Context: an optimization exercise on an open-source flow, tuned for small area. The choices shown serve that exercise and are no tape-out recipe. In this exercise RTL edits were held to simulation tests only and were not proved equivalent to the original. No activity file was given, so power comes from the tool's default toggle rates.

## dot_product_top
module dot_product_top (
    input  logic        clk,
    input  logic        reset,
    input  logic        up_valid,
    input  logic        up_last,
    input  logic [63:0] up_data,
    input  logic [63:0] up_weight,
    output logic        dn_valid,
    output logic [15:0] dn_data
);
Size in the first run: about 2,200 cells after synthesis, ~150 I/O pins.
clock: 6.0 ns
lec_check: 0
abc_area: 1
cap_margin: 20
core_margin: 2
core_utilization: 50
cts_buf_list: sky130_fd_sc_hd__clkbuf_8
gpl_timing_driven: 0
setup_slack_margin: 0.1
slew_margin: 20
synth_hierarchical: 1
synth_minimum_keep_size: 0
standard.sh (not shown) runs the stock make flow with config.mk's settings and CLKGATE_MAP_FILE= SYNTH_SCRIPT=/design/flow/synth_recipe.tcl, a recipe that flattens the netlist after the stock synthesis.
==> flow/flow/run.sh <==
#!/bin/bash
# The standard layout with these changes: synthesis as standard, then every
# combinational cell set to its smallest size (the placer's and router's
# repair steps size up what timing needs); the buffers synthesis inserted are
# removed at floorplan; the port buffers are the smallest plain buffer; and
# non-critical gates are downsized after global routing; clock tree
# synthesis adds no dummy loads.
set -euo pipefail
export BUFFER_PORTS_ARGS="-buffer_cell sky130_fd_sc_hd__buf_1"
export REMOVE_ABC_BUFFERS=1
export RECOVER_POWER=100
export CTS_ARGS="-sink_clustering_enable -repair_clock_nets -dont_use_dummy_load -buf_list sky130_fd_sc_hd__clkbuf_8"
bash standard.sh synth > synth.log 2>&1
SYNTH_ODB=orfs/results/$FLOW_PLATFORM/dot_product_top/base/1_synth.odb openroad -no_init -exit flow/downsize.tcl > downsize.log 2>&1
bash standard.sh > standard.log 2>&1
==> flow/flow/downsize.tcl <==
# Set every combinational cell of the synthesized netlist to its smallest
# drive strength; the layout's own repair steps size up what timing needs.
set odb $::env(SYNTH_ODB)
read_db $odb
set db [ord::get_db]
set block [ord::get_db_block]
set n 0
foreach inst [$block getInsts] {
  set m [[$inst getMaster] getName]
  if { ![regexp {^(sky130_fd_sc_hd__)([a-z0-9]+)_([0-9]+)$} $m -> pfx base drive] } { continue }
  if { [regexp {^(df|edf|sdf|dl|conb|tap|fill|decap|clk)} $base] } { continue }
  if { $drive <= 1 } { continue }
  foreach d {1 0} {
    set t [$db findMaster "${pfx}${base}_${d}"]
    if { $t != "NULL" } {
      $inst swapMaster $t
      incr n
      break
    }
  }
}
puts "downsized $n instances"
write_db $odb
Then changed:
CORE_UTILIZATION = 60   (was 50)
SETUP_SLACK_MARGIN = 0.05   (was 0.1)
After rerunning: The changed run completed with no timing, DRC or antenna violations. Hold slack gets better by 6.8 ps. Maximum frequency came out lower by 1.7%. Global-route usage goes up by 4.7 points. Count of clock-buffer cells in the layout does not change. Sequential power stays flat. Routed wire length is lower by 5.7%. Final cell count decreases by 3.1%. Cell area decreases by 0.70%.
Then changed:
SETUP_SLACK_MARGIN = 0.1   (was 0.05)
=> The new run finished with timing, DRC and antenna clean; design area stays flat; non-clock buffer count is unchanged; clock skew hardly moves; worst hold slack stays flat; global-route usage stays flat; utilization goes up by 0.10 points; die area does not change; via count goes down by 0.41%.


PW:
dot_product_top, a different RTL version from the one above (not shown whole).
Size in the first run: about 68 flip-flops, roughly 150 I/O pins, ~22000 sq um of cells after synthesis.
make LEC_CHECK=0 ABC_AREA=1 CAP_MARGIN=20 CORE_MARGIN=2 CORE_UTILIZATION=40 GPL_TIMING_DRIVEN=0 SLEW_MARGIN=20 SYNTH_HIERARCHICAL=1 SYNTH_MINIMUM_KEEP_SIZE=0 finish   # period 6.0 ns
run.sh (not shown) runs the stock make flow with config.mk's settings and CLKGATE_MAP_FILE= SYNTH_SCRIPT=/design/flow/synth_recipe.tcl, a recipe that flattens the netlist after the stock synthesis.
Stock flow here: none of the scripts above is used.
--- input diff PW..AL ---
==> flow/flow/run.sh (new file) <==
#!/bin/bash
# Standard layout, except that the port buffers use a small plain buffer.
set -euo pipefail
export BUFFER_PORTS_ARGS="-buffer_cell sky130_fd_sc_hd__buf_1"
bash standard.sh > standard.log 2>&1
==> flow/standard.sh (new file) <==
#!/bin/bash
# synth_recipe.tcl (not shown) runs the flow's synth.tcl, then flattens the netlist and writes it again
# the make line also repeats each setting of config.mk as NAME=value (left out here)
make -C /OpenROAD-flow-scripts/flow DESIGN_CONFIG=/design/flow/config.mk WORK_HOME=/design/flow/orfs CLKGATE_MAP_FILE= SYNTH_SCRIPT=/design/flow/synth_recipe.tcl "${@:-finish}"
removed: flow/run.sh
==> results.txt <==
- Fmax improves in AL relative to PW.
- Summary of AL over PW: cell area after placement has decreased, share of the final layout cell area in sequential cells climbed 0.29 points.
- Taking PW as the reference, in AL weighted congestion at the end of routability-driven global placement has decreased; switching share of power increased by 0.51 points relative to the old numbers; worst slack at placement increased by 0.34 ns relative to the old numbers.
- Cell area: AL vs PW down 1100 sq um
- Compared AL against PW; final total power within noise.
- Worst setup path startpoint: up_weight[61] -> AL, up_weight[29] -> PW

==> re-timing with driven ports <==
No port has a modelled driver above. Below, the same layouts with a new extraction and two added sets of constraints.
Step 1: set_driving_cell puts a clkbuf_16 on clk and a buf_2 on each other input, an assumption about the parent block.
Step 2 times the ports against the registers' clock, not the clock port: input delays grow and output delays shrink by t, the midpoint of the rising clock arrivals with the driver on.
Slacks: no drivers / after step 1 / after step 2; pairs: no drivers / after step 1.
run | shift t [ns] | slack for setup (ns) | hold WS [ns] | worst setup path at the end | latest minus earliest clock arrival (ns)
the first run of note 1 | 0.396 | 0.156 / 0.154 / -0.242 | 0.430 / 0.430 / 0.430 | input to register | 0.028 / 0.028
the second run of note 1 | 0.407 | 0.053 / 0.074 / -0.333 | 0.437 / 0.437 / 0.437 | input to register | 0.030 / 0.030
the third run of note 1 | 0.406 | 0.112 / 0.133 / -0.273 | 0.437 / 0.437 / 0.437 | input to register | 0.030 / 0.030
PW | 0.360 | 0.073 / 0.088 / -0.272 | 0.442 / 0.442 / 0.442 | input to register | 0.008 / 0.008
AL | 0.362 | 0.128 / 0.139 / -0.223 | 0.442 / 0.442 / 0.442 | input to register | 0.006 / 0.006
With both steps, setup timing fails in every run listed, where it was met with ideal ports. For the first run of note 1, which loses most, drivers alone change the setup slack by -0.002 ns; drivers and shift together by -0.398 ns.
